What follows belongs to an exercise in optimizing a design on an open flow for small area; a production flow would make more cautious choices. No functional check of the RTL was part of this run. No activity file was given, so power comes from the tool's default toggle rates.

<file path="config.mk">
export PLATFORM = sky130hd
export DESIGN_NAME = matrix_alu
export DESIGN_NICKNAME = matrix_alu
export VERILOG_FILES = /design/flow/design.v
export SDC_FILE = /design/flow/constraint.sdc
export NUM_CORES = 4
export LEC_CHECK = 0
export CAP_MARGIN = 20
export CORE_MARGIN = 2
export CORE_UTILIZATION = 40
export SLEW_MARGIN = 20
export SYNTH_HIERARCHICAL = 1
</file>
<file path="constraint.sdc">
create_clock -name core_clock -period 8.0 [get_ports {clk}]
set_input_delay 1.6000 -clock core_clock [delete_from_list [all_inputs] [get_ports {clk}]]
set_output_delay 1.6000 -clock core_clock [all_outputs]
set_load 0.01 [all_outputs]
</file>
<file path="design.v">
package matrix_pkg;
    localparam int ELEM_W = 4;                    
    localparam int RES_W  = 9;                    
    typedef logic signed [ELEM_W-1:0] elem_t;     
    typedef logic signed [RES_W-1:0]  res_t;      
    typedef struct packed {
        elem_t m11;                               
        elem_t m12;                               
        elem_t m21;                               
        elem_t m22;                               
    } mat_in_t;
    typedef struct packed {
        res_t m11;
        res_t m12;
        res_t m21;
        res_t m22;
    } mat_out_t;
    typedef enum logic [2:0] {
        OP_ADD       = 3'd0,                      
        OP_SUB       = 3'd1,                      
        OP_SCALE     = 3'd2,                      
        OP_MUL       = 3'd3,                      
        OP_TRANSPOSE = 3'd4,                      
        OP_ADJ       = 3'd5,                      
        OP_DET       = 3'd6                       
    } op_t;
    typedef struct packed {
        mat_out_t sum;                            
        mat_out_t diff;                           
        mat_out_t scaled;                         
    } ew_results_t;
    function automatic res_t widen(input elem_t e);
        res_t w;
        w = e;                                    
        widen = w;
    endfunction
    function automatic mat_out_t widen_mat(input mat_in_t m);
        mat_out_t w;
        w.m11 = widen(m.m11);
        w.m12 = widen(m.m12);
        w.m21 = widen(m.m21);
        w.m22 = widen(m.m22);
        widen_mat = w;
    endfunction
endpackage
`timescale 1ns/1ps
module csa_fa (
    input  logic a,
    input  logic b,
    input  logic c,
    output logic s,
    output logic co
);
    assign s  = a ^ b ^ c;
    assign co = (a & b) | (a & c) | (b & c);
endmodule
module csa_ha (
    input  logic a,
    input  logic b,
    output logic s,
    output logic co
);
    assign s  = a ^ b;
    assign co = a & b;
endmodule
module pp_nor (
    input  logic an,
    input  logic bn,
    output logic y
);
    assign y = ~(an | bn);
endmodule
module out_nor (
    input  logic a,
    input  logic b,
    output logic y
);
    assign y = ~(a | b);
endmodule
module sel4 (
    input  logic [3:0] s,
    input  logic [3:0] d,
    output logic       y
);
    assign y = |(s & d);
endmodule
module sel5 (
    input  logic [4:0] s,
    input  logic [4:0] d,
    output logic       y
);
    assign y = |(s & d);
endmodule
module sel2 (
    input  logic [1:0] s,
    input  logic [1:0] d,
    output logic       y
);
    assign y = |(s & d);
endmodule
module csa_xnor (
    input  logic a,
    input  logic b,
    output logic y
);
    assign y = ~(a ^ b);
endmodule
module csa_or (
    input  logic a,
    input  logic b,
    output logic y
);
    assign y = a | b;
endmodule
module xgen_n (
    input  logic f,
    input  logic b,
    output logic yn
);
    assign yn = ~(f & b);
endmodule
module xgen_on (
    input  logic f,
    input  logic b,
    input  logic o,
    output logic yn
);
    assign yn = ~((f & b) | o);
endmodule
module sel4j (
    input  logic [3:0] s,
    input  logic [3:0] d,
    output logic       y
);
    assign y = (s[3] & d[3]) | (s[2] & d[2]) | ~(s[1] | d[1]) | (s[0] & d[0]);
endmodule
module inv_cell (
    input  logic a,
    output logic y
);
    assign y = ~a;
endmodule
`timescale 1ns/1ps
module matrix_alu (
    input  logic        clk,
    input  logic        reset,
    input  logic        start,
    input  logic [2:0]  op,
    input  logic [15:0] a,
    input  logic [15:0] b,
    input  logic [3:0]  scalar,
    output logic [35:0] result,
    output logic [8:0]  det,
    output logic        singular,
    output logic        done
);
    logic [2:0]  opr;       
    logic [15:0] ar;        
    logic [15:0] br;        
    always_ff @(posedge clk) begin
        if (reset) done <= 1'b0;
        else       done <= start;
    end
    always_ff @(posedge clk) begin
        if (reset)      opr <= 3'd7;
        else if (start) opr <= (op == 3'd7) ? 3'd6 : op;
    end
    logic ld, hd, ld_r, hd_r;
    assign ld   = start;
    assign hd   = ~start;
    assign ld_r = start & ~reset;                   
    assign hd_r = ~start & ~reset;
    logic [15:0] ar_d;
    for (genvar k = 0; k < 16; k++) begin : g_ain
        if (k >= 8) begin : g_r
            sel2 u_a (.s({ld_r, hd_r}), .d({a[k], ar[k]}), .y(ar_d[k]));
        end else begin : g_n
            sel2 u_a (.s({ld, hd}), .d({a[k], ar[k]}), .y(ar_d[k]));
        end
    end
    logic sel_b, sel_s, sel_t, sel_d, sel_o;
    assign sel_s = start & (op == 3'd2);
    assign sel_t = start & (op == 3'd4);
    assign sel_d = start & (op == 3'd5);
    assign sel_b = start & ~((op == 3'd2) | (op == 3'd4) | (op == 3'd5));    
    assign sel_o = sel_b;                                                    
    logic sel_dn;
    assign sel_dn = ~sel_d;
    logic [15:0] br_d;
    for (genvar k = 0; k < 4; k++) begin : g_bin
        sel5 u_11 (.s({sel_b, sel_s, sel_t, sel_d, hd}),
                   .d({b[12 + k], scalar[k], a[12 + k], a[k], br[12 + k]}), .y(br_d[12 + k]));
        sel4j u_12 (.s({sel_o, sel_t, sel_dn, hd}),
                    .d({b[8 + k], a[4 + k], a[8 + k], br[8 + k]}), .y(br_d[8 + k]));
        sel4j u_21 (.s({sel_o, sel_t, sel_dn, hd}),
                    .d({b[4 + k], a[8 + k], a[4 + k], br[4 + k]}), .y(br_d[4 + k]));
        sel5 u_22 (.s({sel_b, sel_s, sel_t, sel_d, hd}),
                   .d({b[k], scalar[k], a[k], a[12 + k], br[k]}), .y(br_d[k]));
    end
    always_ff @(posedge clk) begin
        ar <= ar_d;
        br <= br_d;
    end
    logic [3:0] a11, a12, a21, a22, b11, b12, b21, b22;
    assign {a11, a12, a21, a22} = ar;
    assign {b11, b12, b21, b22} = br;
    logic fa, fi, fn, en, cin_o, kill;
    assign fa    = (opr[2:1] == 2'b01);                     
    assign fn    = (opr == 3'd1);
    assign fi    = (opr == 3'd0) | (opr[2:1] == 2'b10);     
    assign en    = (opr[2:1] == 2'b00);                     
    assign cin_o = (opr == 3'd5);
    logic [3:0] x11, x12, x21, x22, x11_n, x12_n, x21_n, x22_n;
    logic       fin;
    assign fin = fi | fn;
    xgen_on u_x11_0 (.f(fa), .b(a11[0]), .o(fin), .yn(x11_n[0]));
    xgen_on u_x22_0 (.f(fa), .b(a22[0]), .o(fin), .yn(x22_n[0]));
    for (genvar k = 1; k < 4; k++) begin : g_xd
        xgen_on u_x11 (.f(fa), .b(a11[k]), .o(fn), .yn(x11_n[k]));
        xgen_on u_x22 (.f(fa), .b(a22[k]), .o(fn), .yn(x22_n[k]));
    end
    for (genvar k = 0; k < 4; k++) begin : g_xo
        xgen_n u_x12 (.f(fa), .b(a12[k]), .yn(x12_n[k]));
        xgen_n u_x21 (.f(fa), .b(a21[k]), .yn(x21_n[k]));
    end
    for (genvar k = 0; k < 4; k++) begin : g_xi
        inv_cell u_x11 (.a(x11_n[k]), .y(x11[k]));
        inv_cell u_x12 (.a(x12_n[k]), .y(x12[k]));
        inv_cell u_x21 (.a(x21_n[k]), .y(x21[k]));
        inv_cell u_x22 (.a(x22_n[k]), .y(x22[k]));
    end
    logic [3:0] v11, v12, v21, v22;
    assign v11 = {4{en}} & a11;
    assign v12 = {4{en}} & a12;
    assign v21 = {4{en}} & a21;
    assign v22 = {4{en}} & a22;
    logic [8:0] p11, p12, p21, p22;           
    logic [7:0] dv;
    wire [3:0] a11_n = ~a11;
    wire [3:0] a12_n = ~a12;
    wire [3:0] a21_n = ~a21;
    wire [3:0] a22_n = ~a22;
    wire [3:0] b11_n = ~b11;
    wire [3:0] b12_n = ~b12;
    wire [3:0] b21_n = ~b21;
    wire [3:0] b22_n = ~b22;
    wire pp_x110_b113;
    pp_nor u_pp_x110_b113 (.an(x11_n[0]), .bn(b11_n[3]), .y(pp_x110_b113));
    wire pp_x111_b113;
    pp_nor u_pp_x111_b113 (.an(x11_n[1]), .bn(b11_n[3]), .y(pp_x111_b113));
    wire pp_x112_b113;
    pp_nor u_pp_x112_b113 (.an(x11_n[2]), .bn(b11_n[3]), .y(pp_x112_b113));
    wire pp_x113_b110;
    pp_nor u_pp_x113_b110 (.an(x11_n[3]), .bn(b11_n[0]), .y(pp_x113_b110));
    wire pp_x113_b111;
    pp_nor u_pp_x113_b111 (.an(x11_n[3]), .bn(b11_n[1]), .y(pp_x113_b111));
    wire pp_x113_b112;
    pp_nor u_pp_x113_b112 (.an(x11_n[3]), .bn(b11_n[2]), .y(pp_x113_b112));
    wire pp_x120_b213;
    pp_nor u_pp_x120_b213 (.an(x12_n[0]), .bn(b21_n[3]), .y(pp_x120_b213));
    wire pp_x121_b213;
    pp_nor u_pp_x121_b213 (.an(x12_n[1]), .bn(b21_n[3]), .y(pp_x121_b213));
    wire pp_x122_b213;
    pp_nor u_pp_x122_b213 (.an(x12_n[2]), .bn(b21_n[3]), .y(pp_x122_b213));
    wire pp_x123_b211;
    pp_nor u_pp_x123_b211 (.an(x12_n[3]), .bn(b21_n[1]), .y(pp_x123_b211));
    wire pp_x123_b212;
    pp_nor u_pp_x123_b212 (.an(x12_n[3]), .bn(b21_n[2]), .y(pp_x123_b212));
    wire p11_0, p11_1;
    csa_xnor u_p11_0 (.a(~(x11[0] & b11[0])), .b(~((x12[0] & b21[0]) | v11[0])), .y(p11_0));
    csa_or u_p11_1 (.a(~(x11[0] & b11[0])), .b(~((x12[0] & b21[0]) | v11[0])), .y(p11_1));
    wire p11_2, p11_3;
    csa_fa u_p11_2 (.a(~(x11[0] & b11[1])), .b(~(x11[1] & b11[0])), .c(~(x12[0] & b21[1])), .s(p11_2), .co(p11_3));
    wire p11_4, p11_5;
    csa_fa u_p11_4 (.a(~((x12[1] & b21[0]) | v11[1])), .b(p11_1), .c(p11_2), .s(p11_4), .co(p11_5));
    wire p11_6, p11_7;
    csa_fa u_p11_6 (.a(~(x11[0] & b11[2])), .b(~(x11[1] & b11[1])), .c(~(x11[2] & b11[0])), .s(p11_6), .co(p11_7));
    wire p11_8, p11_9;
    csa_fa u_p11_8 (.a(~(x12[0] & b21[2])), .b(~(x12[1] & b21[1])), .c(~((x12[2] & b21[0]) | v11[2])), .s(p11_8), .co(p11_9));
    wire p11_10, p11_11;
    csa_fa u_p11_10 (.a(p11_3), .b(p11_6), .c(p11_8), .s(p11_10), .co(p11_11));
    wire p11_12, p11_13;
    csa_xnor u_p11_12 (.a(p11_5), .b(p11_10), .y(p11_12));
    csa_or u_p11_13 (.a(p11_5), .b(p11_10), .y(p11_13));
    wire p11_14, p11_15;
    csa_fa u_p11_14 (.a(pp_x110_b113), .b(~(x11[1] & b11[2])), .c(~(x11[2] & b11[1])), .s(p11_14), .co(p11_15));
    wire p11_16, p11_17;
    csa_fa u_p11_16 (.a(pp_x113_b110), .b(pp_x120_b213), .c(~(x12[1] & b21[2])), .s(p11_16), .co(p11_17));
    wire p11_18, p11_19;
    csa_fa u_p11_18 (.a(~(x12[2] & b21[1])), .b(((x12[3] & b21[0]) | v11[3])), .c(p11_7), .s(p11_18), .co(p11_19));
    wire p11_20, p11_21;
    csa_fa u_p11_20 (.a(p11_9), .b(p11_14), .c(p11_16), .s(p11_20), .co(p11_21));
    wire p11_22, p11_23;
    csa_fa u_p11_22 (.a(p11_11), .b(p11_18), .c(p11_20), .s(p11_22), .co(p11_23));
    wire p11_24, p11_25;
    csa_xnor u_p11_24 (.a(p11_13), .b(p11_22), .y(p11_24));
    csa_or u_p11_25 (.a(p11_13), .b(p11_22), .y(p11_25));
    wire p11_26, p11_27;
    csa_fa u_p11_26 (.a(pp_x111_b113), .b(~(x11[2] & b11[2])), .c(pp_x113_b111), .s(p11_26), .co(p11_27));
    wire p11_28, p11_29;
    csa_fa u_p11_28 (.a(pp_x121_b213), .b(~(x12[2] & b21[2])), .c(pp_x123_b211), .s(p11_28), .co(p11_29));
    wire p11_30, p11_31;
    csa_fa u_p11_30 (.a(p11_15), .b(p11_17), .c(p11_26), .s(p11_30), .co(p11_31));
    wire p11_32, p11_33;
    csa_fa u_p11_32 (.a(p11_28), .b(p11_19), .c(p11_21), .s(p11_32), .co(p11_33));
    wire p11_34, p11_35;
    csa_fa u_p11_34 (.a(p11_30), .b(p11_32), .c(p11_23), .s(p11_34), .co(p11_35));
    wire p11_36, p11_37;
    csa_xnor u_p11_36 (.a(p11_25), .b(p11_34), .y(p11_36));
    csa_or u_p11_37 (.a(p11_25), .b(p11_34), .y(p11_37));
    wire p11_38, p11_39;
    csa_ha u_p11_38 (.a(pp_x112_b113), .b(pp_x113_b112), .s(p11_38), .co(p11_39));
    wire p11_40, p11_41;
    csa_fa u_p11_40 (.a(pp_x122_b213), .b(pp_x123_b212), .c(p11_38), .s(p11_40), .co(p11_41));
    wire p11_42, p11_43;
    csa_fa u_p11_42 (.a(p11_27), .b(p11_29), .c(p11_40), .s(p11_42), .co(p11_43));
    wire p11_44, p11_45;
    csa_fa u_p11_44 (.a(p11_31), .b(p11_42), .c(p11_33), .s(p11_44), .co(p11_45));
    wire p11_46, p11_47;
    csa_fa u_p11_46 (.a(p11_44), .b(p11_35), .c(p11_37), .s(p11_46), .co(p11_47));
    wire p11_48, p11_49;
    csa_fa u_p11_48 (.a(~(x11[3] & b11[3])), .b(~(x12[3] & b21[3])), .c(p11_39), .s(p11_48), .co(p11_49));
    wire p11_50, p11_51;
    csa_fa u_p11_50 (.a(p11_41), .b(p11_48), .c(p11_43), .s(p11_50), .co(p11_51));
    wire p11_52, p11_53;
    csa_fa u_p11_52 (.a(p11_50), .b(p11_45), .c(p11_47), .s(p11_52), .co(p11_53));
    wire p11_54, p11_55;
    csa_fa u_p11_54 (.a(p11_49), .b(p11_51), .c(p11_53), .s(p11_54), .co(p11_55));
    wire p11_56 = ~p11_55;
    wire pp_x110_b123;
    pp_nor u_pp_x110_b123 (.an(x11_n[0]), .bn(b12_n[3]), .y(pp_x110_b123));
    wire pp_x111_b123;
    pp_nor u_pp_x111_b123 (.an(x11_n[1]), .bn(b12_n[3]), .y(pp_x111_b123));
    wire pp_x112_b123;
    pp_nor u_pp_x112_b123 (.an(x11_n[2]), .bn(b12_n[3]), .y(pp_x112_b123));
    wire pp_x113_b120;
    pp_nor u_pp_x113_b120 (.an(x11_n[3]), .bn(b12_n[0]), .y(pp_x113_b120));
    wire pp_x113_b121;
    pp_nor u_pp_x113_b121 (.an(x11_n[3]), .bn(b12_n[1]), .y(pp_x113_b121));
    wire pp_x113_b122;
    pp_nor u_pp_x113_b122 (.an(x11_n[3]), .bn(b12_n[2]), .y(pp_x113_b122));
    wire pp_x120_b223;
    pp_nor u_pp_x120_b223 (.an(x12_n[0]), .bn(b22_n[3]), .y(pp_x120_b223));
    wire pp_x121_b223;
    pp_nor u_pp_x121_b223 (.an(x12_n[1]), .bn(b22_n[3]), .y(pp_x121_b223));
    wire pp_x122_b223;
    pp_nor u_pp_x122_b223 (.an(x12_n[2]), .bn(b22_n[3]), .y(pp_x122_b223));
    wire pp_x123_b221;
    pp_nor u_pp_x123_b221 (.an(x12_n[3]), .bn(b22_n[1]), .y(pp_x123_b221));
    wire pp_x123_b222;
    pp_nor u_pp_x123_b222 (.an(x12_n[3]), .bn(b22_n[2]), .y(pp_x123_b222));
    wire p12_57, p12_58;
    csa_fa u_p12_57 (.a(~(x11[0] & b12[0])), .b(~((x12[0] & b22[0]) | v12[0])), .c(~cin_o), .s(p12_57), .co(p12_58));
    wire p12_59, p12_60;
    csa_fa u_p12_59 (.a(~(x11[0] & b12[1])), .b(~(x11[1] & b12[0])), .c(~(x12[0] & b22[1])), .s(p12_59), .co(p12_60));
    wire p12_61, p12_62;
    csa_fa u_p12_61 (.a(~((x12[1] & b22[0]) | v12[1])), .b(p12_58), .c(p12_59), .s(p12_61), .co(p12_62));
    wire p12_63, p12_64;
    csa_fa u_p12_63 (.a(~(x11[0] & b12[2])), .b(~(x11[1] & b12[1])), .c(~(x11[2] & b12[0])), .s(p12_63), .co(p12_64));
    wire p12_65, p12_66;
    csa_fa u_p12_65 (.a(~(x12[0] & b22[2])), .b(~(x12[1] & b22[1])), .c(~((x12[2] & b22[0]) | v12[2])), .s(p12_65), .co(p12_66));
    wire p12_67, p12_68;
    csa_fa u_p12_67 (.a(p12_60), .b(p12_63), .c(p12_65), .s(p12_67), .co(p12_68));
    wire p12_69, p12_70;
    csa_xnor u_p12_69 (.a(p12_62), .b(p12_67), .y(p12_69));
    csa_or u_p12_70 (.a(p12_62), .b(p12_67), .y(p12_70));
    wire p12_71, p12_72;
    csa_fa u_p12_71 (.a(pp_x110_b123), .b(~(x11[1] & b12[2])), .c(~(x11[2] & b12[1])), .s(p12_71), .co(p12_72));
    wire p12_73, p12_74;
    csa_fa u_p12_73 (.a(pp_x113_b120), .b(pp_x120_b223), .c(~(x12[1] & b22[2])), .s(p12_73), .co(p12_74));
    wire p12_75, p12_76;
    csa_fa u_p12_75 (.a(~(x12[2] & b22[1])), .b(((x12[3] & b22[0]) | v12[3])), .c(p12_64), .s(p12_75), .co(p12_76));
    wire p12_77, p12_78;
    csa_fa u_p12_77 (.a(p12_66), .b(p12_71), .c(p12_73), .s(p12_77), .co(p12_78));
    wire p12_79, p12_80;
    csa_fa u_p12_79 (.a(p12_68), .b(p12_75), .c(p12_77), .s(p12_79), .co(p12_80));
    wire p12_81, p12_82;
    csa_xnor u_p12_81 (.a(p12_70), .b(p12_79), .y(p12_81));
    csa_or u_p12_82 (.a(p12_70), .b(p12_79), .y(p12_82));
    wire p12_83, p12_84;
    csa_fa u_p12_83 (.a(pp_x111_b123), .b(~(x11[2] & b12[2])), .c(pp_x113_b121), .s(p12_83), .co(p12_84));
    wire p12_85, p12_86;
    csa_fa u_p12_85 (.a(pp_x121_b223), .b(~(x12[2] & b22[2])), .c(pp_x123_b221), .s(p12_85), .co(p12_86));
    wire p12_87, p12_88;
    csa_fa u_p12_87 (.a(p12_72), .b(p12_74), .c(p12_83), .s(p12_87), .co(p12_88));
    wire p12_89, p12_90;
    csa_fa u_p12_89 (.a(p12_85), .b(p12_76), .c(p12_78), .s(p12_89), .co(p12_90));
    wire p12_91, p12_92;
    csa_fa u_p12_91 (.a(p12_87), .b(p12_89), .c(p12_80), .s(p12_91), .co(p12_92));
    wire p12_93, p12_94;
    csa_xnor u_p12_93 (.a(p12_82), .b(p12_91), .y(p12_93));
    csa_or u_p12_94 (.a(p12_82), .b(p12_91), .y(p12_94));
    wire p12_95, p12_96;
    csa_ha u_p12_95 (.a(pp_x112_b123), .b(pp_x113_b122), .s(p12_95), .co(p12_96));
    wire p12_97, p12_98;
    csa_fa u_p12_97 (.a(pp_x122_b223), .b(pp_x123_b222), .c(p12_95), .s(p12_97), .co(p12_98));
    wire p12_99, p12_100;
    csa_fa u_p12_99 (.a(p12_84), .b(p12_86), .c(p12_97), .s(p12_99), .co(p12_100));
    wire p12_101, p12_102;
    csa_fa u_p12_101 (.a(p12_88), .b(p12_99), .c(p12_90), .s(p12_101), .co(p12_102));
    wire p12_103, p12_104;
    csa_fa u_p12_103 (.a(p12_101), .b(p12_92), .c(p12_94), .s(p12_103), .co(p12_104));
    wire p12_105, p12_106;
    csa_fa u_p12_105 (.a(~(x11[3] & b12[3])), .b(~(x12[3] & b22[3])), .c(p12_96), .s(p12_105), .co(p12_106));
    wire p12_107, p12_108;
    csa_fa u_p12_107 (.a(p12_98), .b(p12_105), .c(p12_100), .s(p12_107), .co(p12_108));
    wire p12_109, p12_110;
    csa_fa u_p12_109 (.a(p12_107), .b(p12_102), .c(p12_104), .s(p12_109), .co(p12_110));
    wire p12_111, p12_112;
    csa_fa u_p12_111 (.a(p12_106), .b(p12_108), .c(p12_110), .s(p12_111), .co(p12_112));
    wire p12_113 = ~p12_112;
    wire pp_x210_b113;
    pp_nor u_pp_x210_b113 (.an(x21_n[0]), .bn(b11_n[3]), .y(pp_x210_b113));
    wire pp_x211_b113;
    pp_nor u_pp_x211_b113 (.an(x21_n[1]), .bn(b11_n[3]), .y(pp_x211_b113));
    wire pp_x212_b113;
    pp_nor u_pp_x212_b113 (.an(x21_n[2]), .bn(b11_n[3]), .y(pp_x212_b113));
    wire pp_x213_b111;
    pp_nor u_pp_x213_b111 (.an(x21_n[3]), .bn(b11_n[1]), .y(pp_x213_b111));
    wire pp_x213_b112;
    pp_nor u_pp_x213_b112 (.an(x21_n[3]), .bn(b11_n[2]), .y(pp_x213_b112));
    wire pp_x220_b213;
    pp_nor u_pp_x220_b213 (.an(x22_n[0]), .bn(b21_n[3]), .y(pp_x220_b213));
    wire pp_x221_b213;
    pp_nor u_pp_x221_b213 (.an(x22_n[1]), .bn(b21_n[3]), .y(pp_x221_b213));
    wire pp_x222_b213;
    pp_nor u_pp_x222_b213 (.an(x22_n[2]), .bn(b21_n[3]), .y(pp_x222_b213));
    wire pp_x223_b210;
    pp_nor u_pp_x223_b210 (.an(x22_n[3]), .bn(b21_n[0]), .y(pp_x223_b210));
    wire pp_x223_b211;
    pp_nor u_pp_x223_b211 (.an(x22_n[3]), .bn(b21_n[1]), .y(pp_x223_b211));
    wire pp_x223_b212;
    pp_nor u_pp_x223_b212 (.an(x22_n[3]), .bn(b21_n[2]), .y(pp_x223_b212));
    wire p21_114, p21_115;
    csa_fa u_p21_114 (.a(~((x21[0] & b11[0]) | v21[0])), .b(~(x22[0] & b21[0])), .c(~cin_o), .s(p21_114), .co(p21_115));
    wire p21_116, p21_117;
    csa_fa u_p21_116 (.a(~(x21[0] & b11[1])), .b(~((x21[1] & b11[0]) | v21[1])), .c(~(x22[0] & b21[1])), .s(p21_116), .co(p21_117));
    wire p21_118, p21_119;
    csa_fa u_p21_118 (.a(~(x22[1] & b21[0])), .b(p21_115), .c(p21_116), .s(p21_118), .co(p21_119));
    wire p21_120, p21_121;
    csa_fa u_p21_120 (.a(~(x21[0] & b11[2])), .b(~(x21[1] & b11[1])), .c(~((x21[2] & b11[0]) | v21[2])), .s(p21_120), .co(p21_121));
    wire p21_122, p21_123;
    csa_fa u_p21_122 (.a(~(x22[0] & b21[2])), .b(~(x22[1] & b21[1])), .c(~(x22[2] & b21[0])), .s(p21_122), .co(p21_123));
    wire p21_124, p21_125;
    csa_fa u_p21_124 (.a(p21_117), .b(p21_120), .c(p21_122), .s(p21_124), .co(p21_125));
    wire p21_126, p21_127;
    csa_xnor u_p21_126 (.a(p21_119), .b(p21_124), .y(p21_126));
    csa_or u_p21_127 (.a(p21_119), .b(p21_124), .y(p21_127));
    wire p21_128, p21_129;
    csa_fa u_p21_128 (.a(pp_x210_b113), .b(~(x21[1] & b11[2])), .c(~(x21[2] & b11[1])), .s(p21_128), .co(p21_129));
    wire p21_130, p21_131;
    csa_fa u_p21_130 (.a(((x21[3] & b11[0]) | v21[3])), .b(pp_x220_b213), .c(~(x22[1] & b21[2])), .s(p21_130), .co(p21_131));
    wire p21_132, p21_133;
    csa_fa u_p21_132 (.a(~(x22[2] & b21[1])), .b(pp_x223_b210), .c(p21_121), .s(p21_132), .co(p21_133));
    wire p21_134, p21_135;
    csa_fa u_p21_134 (.a(p21_123), .b(p21_128), .c(p21_130), .s(p21_134), .co(p21_135));
    wire p21_136, p21_137;
    csa_fa u_p21_136 (.a(p21_125), .b(p21_132), .c(p21_134), .s(p21_136), .co(p21_137));
    wire p21_138, p21_139;
    csa_xnor u_p21_138 (.a(p21_127), .b(p21_136), .y(p21_138));
    csa_or u_p21_139 (.a(p21_127), .b(p21_136), .y(p21_139));
    wire p21_140, p21_141;
    csa_fa u_p21_140 (.a(pp_x211_b113), .b(~(x21[2] & b11[2])), .c(pp_x213_b111), .s(p21_140), .co(p21_141));
    wire p21_142, p21_143;
    csa_fa u_p21_142 (.a(pp_x221_b213), .b(~(x22[2] & b21[2])), .c(pp_x223_b211), .s(p21_142), .co(p21_143));
    wire p21_144, p21_145;
    csa_fa u_p21_144 (.a(p21_129), .b(p21_131), .c(p21_140), .s(p21_144), .co(p21_145));
    wire p21_146, p21_147;
    csa_fa u_p21_146 (.a(p21_142), .b(p21_133), .c(p21_135), .s(p21_146), .co(p21_147));
    wire p21_148, p21_149;
    csa_fa u_p21_148 (.a(p21_144), .b(p21_146), .c(p21_137), .s(p21_148), .co(p21_149));
    wire p21_150, p21_151;
    csa_xnor u_p21_150 (.a(p21_139), .b(p21_148), .y(p21_150));
    csa_or u_p21_151 (.a(p21_139), .b(p21_148), .y(p21_151));
    wire p21_152, p21_153;
    csa_ha u_p21_152 (.a(pp_x212_b113), .b(pp_x213_b112), .s(p21_152), .co(p21_153));
    wire p21_154, p21_155;
    csa_fa u_p21_154 (.a(pp_x222_b213), .b(pp_x223_b212), .c(p21_152), .s(p21_154), .co(p21_155));
    wire p21_156, p21_157;
    csa_fa u_p21_156 (.a(p21_141), .b(p21_143), .c(p21_154), .s(p21_156), .co(p21_157));
    wire p21_158, p21_159;
    csa_fa u_p21_158 (.a(p21_145), .b(p21_156), .c(p21_147), .s(p21_158), .co(p21_159));
    wire p21_160, p21_161;
    csa_fa u_p21_160 (.a(p21_158), .b(p21_149), .c(p21_151), .s(p21_160), .co(p21_161));
    wire p21_162, p21_163;
    csa_fa u_p21_162 (.a(~(x21[3] & b11[3])), .b(~(x22[3] & b21[3])), .c(p21_153), .s(p21_162), .co(p21_163));
    wire p21_164, p21_165;
    csa_fa u_p21_164 (.a(p21_155), .b(p21_162), .c(p21_157), .s(p21_164), .co(p21_165));
    wire p21_166, p21_167;
    csa_fa u_p21_166 (.a(p21_164), .b(p21_159), .c(p21_161), .s(p21_166), .co(p21_167));
    wire p21_168, p21_169;
    csa_fa u_p21_168 (.a(p21_163), .b(p21_165), .c(p21_167), .s(p21_168), .co(p21_169));
    wire p21_170 = ~p21_169;
    wire pp_x210_b123;
    pp_nor u_pp_x210_b123 (.an(x21_n[0]), .bn(b12_n[3]), .y(pp_x210_b123));
    wire pp_x211_b123;
    pp_nor u_pp_x211_b123 (.an(x21_n[1]), .bn(b12_n[3]), .y(pp_x211_b123));
    wire pp_x212_b123;
    pp_nor u_pp_x212_b123 (.an(x21_n[2]), .bn(b12_n[3]), .y(pp_x212_b123));
    wire pp_x213_b121;
    pp_nor u_pp_x213_b121 (.an(x21_n[3]), .bn(b12_n[1]), .y(pp_x213_b121));
    wire pp_x213_b122;
    pp_nor u_pp_x213_b122 (.an(x21_n[3]), .bn(b12_n[2]), .y(pp_x213_b122));
    wire pp_x220_b223;
    pp_nor u_pp_x220_b223 (.an(x22_n[0]), .bn(b22_n[3]), .y(pp_x220_b223));
    wire pp_x221_b223;
    pp_nor u_pp_x221_b223 (.an(x22_n[1]), .bn(b22_n[3]), .y(pp_x221_b223));
    wire pp_x222_b223;
    pp_nor u_pp_x222_b223 (.an(x22_n[2]), .bn(b22_n[3]), .y(pp_x222_b223));
    wire pp_x223_b220;
    pp_nor u_pp_x223_b220 (.an(x22_n[3]), .bn(b22_n[0]), .y(pp_x223_b220));
    wire pp_x223_b221;
    pp_nor u_pp_x223_b221 (.an(x22_n[3]), .bn(b22_n[1]), .y(pp_x223_b221));
    wire pp_x223_b222;
    pp_nor u_pp_x223_b222 (.an(x22_n[3]), .bn(b22_n[2]), .y(pp_x223_b222));
    wire p22_171, p22_172;
    csa_xnor u_p22_171 (.a(~((x21[0] & b12[0]) | v22[0])), .b(~(x22[0] & b22[0])), .y(p22_171));
    csa_or u_p22_172 (.a(~((x21[0] & b12[0]) | v22[0])), .b(~(x22[0] & b22[0])), .y(p22_172));
    wire p22_173, p22_174;
    csa_fa u_p22_173 (.a(~(x21[0] & b12[1])), .b(~((x21[1] & b12[0]) | v22[1])), .c(~(x22[0] & b22[1])), .s(p22_173), .co(p22_174));
    wire p22_175, p22_176;
    csa_fa u_p22_175 (.a(~(x22[1] & b22[0])), .b(p22_172), .c(p22_173), .s(p22_175), .co(p22_176));
    wire p22_177, p22_178;
    csa_fa u_p22_177 (.a(~(x21[0] & b12[2])), .b(~(x21[1] & b12[1])), .c(~((x21[2] & b12[0]) | v22[2])), .s(p22_177), .co(p22_178));
    wire p22_179, p22_180;
    csa_fa u_p22_179 (.a(~(x22[0] & b22[2])), .b(~(x22[1] & b22[1])), .c(~(x22[2] & b22[0])), .s(p22_179), .co(p22_180));
    wire p22_181, p22_182;
    csa_fa u_p22_181 (.a(p22_174), .b(p22_177), .c(p22_179), .s(p22_181), .co(p22_182));
    wire p22_183, p22_184;
    csa_xnor u_p22_183 (.a(p22_176), .b(p22_181), .y(p22_183));
    csa_or u_p22_184 (.a(p22_176), .b(p22_181), .y(p22_184));
    wire p22_185, p22_186;
    csa_fa u_p22_185 (.a(pp_x210_b123), .b(~(x21[1] & b12[2])), .c(~(x21[2] & b12[1])), .s(p22_185), .co(p22_186));
    wire p22_187, p22_188;
    csa_fa u_p22_187 (.a(((x21[3] & b12[0]) | v22[3])), .b(pp_x220_b223), .c(~(x22[1] & b22[2])), .s(p22_187), .co(p22_188));
    wire p22_189, p22_190;
    csa_fa u_p22_189 (.a(~(x22[2] & b22[1])), .b(pp_x223_b220), .c(p22_178), .s(p22_189), .co(p22_190));
    wire p22_191, p22_192;
    csa_fa u_p22_191 (.a(p22_180), .b(p22_185), .c(p22_187), .s(p22_191), .co(p22_192));
    wire p22_193, p22_194;
    csa_fa u_p22_193 (.a(p22_182), .b(p22_189), .c(p22_191), .s(p22_193), .co(p22_194));
    wire p22_195, p22_196;
    csa_xnor u_p22_195 (.a(p22_184), .b(p22_193), .y(p22_195));
    csa_or u_p22_196 (.a(p22_184), .b(p22_193), .y(p22_196));
    wire p22_197, p22_198;
    csa_fa u_p22_197 (.a(pp_x211_b123), .b(~(x21[2] & b12[2])), .c(pp_x213_b121), .s(p22_197), .co(p22_198));
    wire p22_199, p22_200;
    csa_fa u_p22_199 (.a(pp_x221_b223), .b(~(x22[2] & b22[2])), .c(pp_x223_b221), .s(p22_199), .co(p22_200));
    wire p22_201, p22_202;
    csa_fa u_p22_201 (.a(p22_186), .b(p22_188), .c(p22_197), .s(p22_201), .co(p22_202));
    wire p22_203, p22_204;
    csa_fa u_p22_203 (.a(p22_199), .b(p22_190), .c(p22_192), .s(p22_203), .co(p22_204));
    wire p22_205, p22_206;
    csa_fa u_p22_205 (.a(p22_201), .b(p22_203), .c(p22_194), .s(p22_205), .co(p22_206));
    wire p22_207, p22_208;
    csa_xnor u_p22_207 (.a(p22_196), .b(p22_205), .y(p22_207));
    csa_or u_p22_208 (.a(p22_196), .b(p22_205), .y(p22_208));
    wire p22_209, p22_210;
    csa_ha u_p22_209 (.a(pp_x212_b123), .b(pp_x213_b122), .s(p22_209), .co(p22_210));
    wire p22_211, p22_212;
    csa_fa u_p22_211 (.a(pp_x222_b223), .b(pp_x223_b222), .c(p22_209), .s(p22_211), .co(p22_212));
    wire p22_213, p22_214;
    csa_fa u_p22_213 (.a(p22_198), .b(p22_200), .c(p22_211), .s(p22_213), .co(p22_214));
    wire p22_215, p22_216;
    csa_fa u_p22_215 (.a(p22_202), .b(p22_213), .c(p22_204), .s(p22_215), .co(p22_216));
    wire p22_217, p22_218;
    csa_fa u_p22_217 (.a(p22_215), .b(p22_206), .c(p22_208), .s(p22_217), .co(p22_218));
    wire p22_219, p22_220;
    csa_fa u_p22_219 (.a(~(x21[3] & b12[3])), .b(~(x22[3] & b22[3])), .c(p22_210), .s(p22_219), .co(p22_220));
    wire p22_221, p22_222;
    csa_fa u_p22_221 (.a(p22_212), .b(p22_219), .c(p22_214), .s(p22_221), .co(p22_222));
    wire p22_223, p22_224;
    csa_fa u_p22_223 (.a(p22_221), .b(p22_216), .c(p22_218), .s(p22_223), .co(p22_224));
    wire p22_225, p22_226;
    csa_fa u_p22_225 (.a(p22_220), .b(p22_222), .c(p22_224), .s(p22_225), .co(p22_226));
    wire p22_227 = ~p22_226;
    wire pp_a110_a220;
    pp_nor u_pp_a110_a220 (.an(a11_n[0]), .bn(a22_n[0]), .y(pp_a110_a220));
    wire pp_a110_a221;
    pp_nor u_pp_a110_a221 (.an(a11_n[0]), .bn(a22_n[1]), .y(pp_a110_a221));
    wire pp_a110_a222;
    pp_nor u_pp_a110_a222 (.an(a11_n[0]), .bn(a22_n[2]), .y(pp_a110_a222));
    wire pp_a111_a220;
    pp_nor u_pp_a111_a220 (.an(a11_n[1]), .bn(a22_n[0]), .y(pp_a111_a220));
    wire pp_a111_a221;
    pp_nor u_pp_a111_a221 (.an(a11_n[1]), .bn(a22_n[1]), .y(pp_a111_a221));
    wire pp_a111_a222;
    pp_nor u_pp_a111_a222 (.an(a11_n[1]), .bn(a22_n[2]), .y(pp_a111_a222));
    wire pp_a112_a220;
    pp_nor u_pp_a112_a220 (.an(a11_n[2]), .bn(a22_n[0]), .y(pp_a112_a220));
    wire pp_a112_a221;
    pp_nor u_pp_a112_a221 (.an(a11_n[2]), .bn(a22_n[1]), .y(pp_a112_a221));
    wire pp_a112_a222;
    pp_nor u_pp_a112_a222 (.an(a11_n[2]), .bn(a22_n[2]), .y(pp_a112_a222));
    wire pp_a113_a223;
    pp_nor u_pp_a113_a223 (.an(a11_n[3]), .bn(a22_n[3]), .y(pp_a113_a223));
    wire pp_a120_a213;
    pp_nor u_pp_a120_a213 (.an(a12_n[0]), .bn(a21_n[3]), .y(pp_a120_a213));
    wire pp_a121_a213;
    pp_nor u_pp_a121_a213 (.an(a12_n[1]), .bn(a21_n[3]), .y(pp_a121_a213));
    wire pp_a122_a213;
    pp_nor u_pp_a122_a213 (.an(a12_n[2]), .bn(a21_n[3]), .y(pp_a122_a213));
    wire pp_a123_a210;
    pp_nor u_pp_a123_a210 (.an(a12_n[3]), .bn(a21_n[0]), .y(pp_a123_a210));
    wire pp_a123_a211;
    pp_nor u_pp_a123_a211 (.an(a12_n[3]), .bn(a21_n[1]), .y(pp_a123_a211));
    wire pp_a123_a212;
    pp_nor u_pp_a123_a212 (.an(a12_n[3]), .bn(a21_n[2]), .y(pp_a123_a212));
    wire d_228, d_229;
    csa_xnor u_d_228 (.a(pp_a110_a220), .b(~(a12[0] & a21[0])), .y(d_228));
    csa_or u_d_229 (.a(pp_a110_a220), .b(~(a12[0] & a21[0])), .y(d_229));
    wire d_230, d_231;
    csa_xnor u_d_230 (.a(pp_a110_a221), .b(pp_a111_a220), .y(d_230));
    csa_or u_d_231 (.a(pp_a110_a221), .b(pp_a111_a220), .y(d_231));
    wire d_232, d_233;
    csa_fa u_d_232 (.a(~(a12[0] & a21[1])), .b(~(a12[1] & a21[0])), .c(d_229), .s(d_232), .co(d_233));
    wire d_234, d_235;
    csa_ha u_d_234 (.a(d_230), .b(d_232), .s(d_234), .co(d_235));
    wire d_236, d_237;
    csa_xnor u_d_236 (.a(pp_a110_a222), .b(pp_a111_a221), .y(d_236));
    csa_or u_d_237 (.a(pp_a110_a222), .b(pp_a111_a221), .y(d_237));
    wire d_238, d_239;
    csa_fa u_d_238 (.a(pp_a112_a220), .b(~(a12[0] & a21[2])), .c(~(a12[1] & a21[1])), .s(d_238), .co(d_239));
    wire d_240, d_241;
    csa_fa u_d_240 (.a(~(a12[2] & a21[0])), .b(d_231), .c(d_236), .s(d_240), .co(d_241));
    wire d_242, d_243;
    csa_fa u_d_242 (.a(d_238), .b(d_233), .c(d_240), .s(d_242), .co(d_243));
    wire d_244, d_245;
    csa_ha u_d_244 (.a(d_235), .b(d_242), .s(d_244), .co(d_245));
    wire d_246, d_247;
    csa_xnor u_d_246 (.a(~(a11[0] & a22[3])), .b(pp_a111_a222), .y(d_246));
    csa_or u_d_247 (.a(~(a11[0] & a22[3])), .b(pp_a111_a222), .y(d_247));
    wire d_248, d_249;
    csa_fa u_d_248 (.a(pp_a112_a221), .b(~(a11[3] & a22[0])), .c(pp_a120_a213), .s(d_248), .co(d_249));
    wire d_250, d_251;
    csa_fa u_d_250 (.a(~(a12[1] & a21[2])), .b(~(a12[2] & a21[1])), .c(pp_a123_a210), .s(d_250), .co(d_251));
    wire d_252, d_253;
    csa_fa u_d_252 (.a(d_237), .b(d_246), .c(d_239), .s(d_252), .co(d_253));
    wire d_254, d_255;
    csa_fa u_d_254 (.a(d_248), .b(d_250), .c(d_241), .s(d_254), .co(d_255));
    wire d_256, d_257;
    csa_fa u_d_256 (.a(d_252), .b(d_254), .c(d_243), .s(d_256), .co(d_257));
    wire d_258, d_259;
    csa_ha u_d_258 (.a(d_245), .b(d_256), .s(d_258), .co(d_259));
    wire d_260, d_261;
    csa_xnor u_d_260 (.a(~(a11[1] & a22[3])), .b(pp_a112_a222), .y(d_260));
    csa_or u_d_261 (.a(~(a11[1] & a22[3])), .b(pp_a112_a222), .y(d_261));
    wire d_262, d_263;
    csa_fa u_d_262 (.a(~(a11[3] & a22[1])), .b(pp_a121_a213), .c(~(a12[2] & a21[2])), .s(d_262), .co(d_263));
    wire d_264, d_265;
    csa_fa u_d_264 (.a(pp_a123_a211), .b(d_247), .c(d_260), .s(d_264), .co(d_265));
    wire d_266, d_267;
    csa_fa u_d_266 (.a(d_249), .b(d_251), .c(d_262), .s(d_266), .co(d_267));
    wire d_268, d_269;
    csa_fa u_d_268 (.a(d_264), .b(d_253), .c(d_266), .s(d_268), .co(d_269));
    wire d_270, d_271;
    csa_fa u_d_270 (.a(d_255), .b(d_268), .c(d_257), .s(d_270), .co(d_271));
    wire d_272, d_273;
    csa_ha u_d_272 (.a(d_259), .b(d_270), .s(d_272), .co(d_273));
    wire d_274, d_275;
    csa_fa u_d_274 (.a(~(a11[2] & a22[3])), .b(~(a11[3] & a22[2])), .c(pp_a122_a213), .s(d_274), .co(d_275));
    wire d_276, d_277;
    csa_fa u_d_276 (.a(pp_a123_a212), .b(d_261), .c(d_263), .s(d_276), .co(d_277));
    wire d_278, d_279;
    csa_fa u_d_278 (.a(d_274), .b(d_265), .c(d_267), .s(d_278), .co(d_279));
    wire d_280, d_281;
    csa_fa u_d_280 (.a(d_276), .b(d_278), .c(d_269), .s(d_280), .co(d_281));
    wire d_282, d_283;
    csa_fa u_d_282 (.a(d_280), .b(d_271), .c(d_273), .s(d_282), .co(d_283));
    wire d_284, d_285;
    csa_fa u_d_284 (.a(pp_a113_a223), .b(~(a12[3] & a21[3])), .c(d_275), .s(d_284), .co(d_285));
    wire d_286, d_287;
    csa_fa u_d_286 (.a(d_277), .b(d_284), .c(d_279), .s(d_286), .co(d_287));
    wire d_288, d_289;
    csa_fa u_d_288 (.a(d_286), .b(d_281), .c(d_283), .s(d_288), .co(d_289));
    wire d_290 = d_285 ^ d_287;
    wire d_291 = d_290 ^ d_289;
    assign p11 = {p11_56, p11_54, p11_52, p11_46, p11_36, p11_24, p11_12, p11_4, p11_0};
    assign p12 = {p12_113, p12_111, p12_109, p12_103, p12_93, p12_81, p12_69, p12_61, p12_57};
    assign p21 = {p21_170, p21_168, p21_166, p21_160, p21_150, p21_138, p21_126, p21_118, p21_114};
    assign p22 = {p22_227, p22_225, p22_223, p22_217, p22_207, p22_195, p22_183, p22_175, p22_171};
    assign dv = {d_291, d_288, d_282, d_272, d_258, d_244, d_234, d_228};
    logic zero_det;
    assign zero_det = (dv == 8'd0);
    assign kill     = (opr == 3'd5) & zero_det;
    logic [35:0] p_all;
    assign p_all = {p11, p12, p21, p22};
    for (genvar i = 0; i < 36; i++) begin : g_res
        out_nor u_nor (.a(p_all[i]), .b(kill), .y(result[i]));
    end
    assign det      = {dv[7], dv};
    assign singular = zero_det & (opr != 3'd7);
endmodule
</file>
<file path="flow/run.sh">
#!/bin/bash
set -euo pipefail
cd "$(dirname "$0")/.."
export BUFFER_PORTS_ARGS="-buffer_cell sky130_fd_sc_hd__buf_1"
export CTS_ARGS="-sink_clustering_enable -repair_clock_nets -buf_list sky130_fd_sc_hd__clkbuf_4 -dont_use_dummy_load"
export GLOBAL_PLACEMENT_ARGS="-keep_resize_below_overflow 0"
bash standard.sh > standard.log 2>&1
</file>
<file path="standard.sh">
#!/bin/bash
# synth_recipe.tcl (not shown) runs the flow's synth.tcl, then flattens the netlist and writes it again
# the make line also repeats each setting of config.mk as NAME=value (left out here)
make -C /OpenROAD-flow-scripts/flow DESIGN_CONFIG=/design/flow/config.mk WORK_HOME=/design/flow/orfs CLKGATE_MAP_FILE= SYNTH_SCRIPT=/design/flow/synth_recipe.tcl "${@:-finish}"
</file>
==> reports/results.ini <==
[status]
status=finished clean

[worst_setup_path]
rrSetupSlack_ps=6950
r2r-end=br[14]$_DFF_P_
critPathTopFamily=adder cells
r2r_cells=2
crit_path_start_kind=register
path_cells=inv_1 > nor2_2 > nand2_1 > inv_1 > a22oi_1 > fa_1 > fa_1 > fa_1 > fa_1 > or2_1 > fa_1 > fa_1 > fa_1 > nor2_1 > buf_1
slowest_delay_ps=690
crit_type=register to output port
crit_buf_inv=3
cp_slowest_cell=nor2_2
worstSetupEndpointType=output port
reg2reg_from=br[14]$_DFF_P_
worstPathRequired_ps=6400
crit_top_cell=fa_1
crit_arrival_ps=5890
cp_max_fo=16

[floorplan]
core-area_sq_mm=0.01309
rows=42
die_w_um=119.0
die_area_sq_mm=0.01415
num_io_pins=89
die_h_um=119.0
start_util_pct=40.40

[place]
io_buffers=88
place_congestion=0.9752
hpwl_mm=12.79
dp.cells=824
dpl_worst_slack_ps=953.8
dpl-instance-area_sq_mm=0.005771

[synthesis]
synth_seq_cells=36
synth.distinct_cells=29
ys_warn_count=7
synth_compound_area_share_pct=11.76
yosysSeqAreaShare_pct=13.63
postSynthCellCount=573
avgSynthCellArea_sq_um=9.226
synth_fa_ha_area_share_pct=45.82
synth.top_cells.by_area=fa_1, dfxtp_1, nand2_1
yosys.area_share.simple_pct=19.27
syn_nets=739
synth-xor-area-share_pct=3.598
synth_area_sq_mm=0.005286
synth_top_area_share_pct=43.93
synth_top_family_by_area=adder cells
synth_top_area_cell=fa_1
synth.area.mux_share_pct=0.1893

[clock_tree]
cts_buffer_depth=2
cts.clk_slew.worst_paths_ps=100
clkSinkCount=36
insertion_delay_ps=340
ctsResizeCount=0
cts_setup_buffers=0
htreeDepth=2
cts_root_buffer=clkbuf_4
postCtsHoldBufs=0
numCtsBuffers=5
tritoncts=yes

[drt]
dr.pass1.iters=5
drtAntennaViolNets=0
vias_per_cell=5.252
wl_per_cell_um=18.24
drt_iter0_drc=271
routed_wl_mm=15.12
vias=4354
drc=0

[min_path]
hold_end=br[7]$_DFF_P_
hp-class=register to register
hold_start=br[7]$_DFF_P_
min_path_cells=2

[power_and_ir_drop]
ir_worst_vdd_v=0.00008465
powerDensity_mw_per_mm2=153.6
total_power_uw=893.4
p_leak_nw=2.202

[final_layout]
final_common_cell=fa_1
areaGrowthSynthToFinish_pct=10.01
design_area_sq_mm=0.005816
final_cell_mix=fa_1, nand2_1, nor2_1
layout-drive-gt1-share_pct=3.369
finish.utilization_pct=44.44
stdcell_count=829
n_antenna_cell=0
nets=821

[sta]
rsz0062_at_grt=false
period_needed_ps=7492
finalCritPeriodShare_pct=93.65
max_freq_mhz=133.5
final-max-slew-violation-count=0
hold_slack_ps=593.2
finalSetupTns_ps=0
setup_viol=0
slew-limit-headroom_pct=34.83
finClkSkew_ps=0
timing.final.ws_setup_ps=507.9
tightest_slew_ps=974.0
hold_viol_final=0

[grt]
antenna_found_initial=0
gr-total-overflow=0
first_global_vias=4742
grt_start_max_net_pins=27
grt_use_total_pct=22.26
grt_pass1_wl_mm=24.58

[flow_run]
cap_violations=0

[modules after synthesis (local to each module, per instance), excerpt]
| module | area [sq um] | cells | times used | flops+latches |
|---|---|---|---|---|
| csa_fa | 20.02 | 1 | 116 | 0 |
| csa_ha | 12.51 | 1 | 8 | 0 |
| csa_or | 6.256 | 1 | 19 | 0 |
| inv_cell | 3.754 | 1 | 16 | 0 |
| matrix_alu | 1598 | 219 | 1 | 36 |
| sel5 | 21.27 | 3 | 8 | 0 |
| xgen_on | 8.758 | 1 | 8 | 0 |
[state kept, by name (all words and copies together) (netlist names)]
name  count
ar       16
br       16
done      1
opr       3
[layer usage]
layer	share of wire [%]	global-route usage, %
met4	1.6	5.580
met3	5.5	2.251
met2	50	38.97
met1	43	29.65
met5	0	0
[area by class of cell]
cell class,count,area [sq um]
multi-input cells,466,4282
inverters,56,210.2
flip-flops and latches,36,720.7
fillers,1321,7269
well taps,176,220.2
clock buffers,5,37.54
repair buffers,90,345.3
[how the worst max path moves through the flow]
stage,slack [ps],cells after the start,startpoint,endpoint
after floorplan,810,13,ar[0]$_DFF_P_,result[0]
after global placement,-280,13,ar[14]$_DFF_P_,result[34]
after detailed placement,950,15,opr[1]$_SDFFE_PP1P_,result[7]
after CTS,560,15,opr[1]$_SDFFE_PP1P_,result[7]
after global routing,170,15,opr[1]$_SDFFE_PP1P_,result[7]
final,510,15,opr[1]$_SDFFE_PP1P_,result[7]
[synth_stat cells (all sizes together)]
cell type	count
nor4	2
nand2b	3
buf	11
and2	1
xor3	1
nor3	1
inv	56
fa	116
or3	1
o211a	1
a22o	20
a22oi	28
ha	8
nand2	111
or4	1
a222oi	8
o221ai	1
clkbuf	4
o211ai	9
a21oi	8
and3	1
xnor2	19
dfxtp	36
or2	20
nand3b	1
nor2	104
mux2i	1
[cell families after synthesis]
logic type               count (synthesis)
XOR/XNOR                                20
AND/OR/NAND/NOR                        246
flip-flops                              36
AO/OA/AOI/OAI                           75
buffers and inverters                   71
adder cells (fa/ha/maj)                124
multiplexers                             1
[report_power, final]
group | leakage [nW] | internal (mW) | switching (mW)
clock network | 0.0230 | 0.0294 | 0.0557
logic | 1.88 | 0.232 | 0.329
registers | 0.301 | 0.198 | 0.0495
total | 2.20 | 0.459 | 0.434
[worst min-delay path: stages (launching register included)]
cell and delay, ps:
dfxtp_1 390, nand2_1 80, o211ai_1 70

## port drivers added, routing unchanged
How much do the figures lean on ideal ports? The routed layout below was timed once more, with nothing changed but the port constraints.
Step 1: set_driving_cell puts a clkbuf_16 on clk and a buf_2 on each other input, an assumption about the parent block.
Step 2, shift: input delay + t, output delay - t, t = (earliest + latest rising clock arrival at the registers) / 2. This alone moves slack from input paths to output paths.
a / b / c = no drivers / after step 1 / after step 2; a / b = the first two.
t (ns): 0.358
setup WS [ns]: 0.508 / 0.484 / 0.842
latest minus earliest clock arrival (ns): 0.024 / 0.024
slew at the worst register clock pin (ns): 0.11 / 0.11
After both steps setup and hold are still met in this run. For this run, drivers alone change the setup slack by -0.024 ns; drivers and shift together by +0.334 ns.
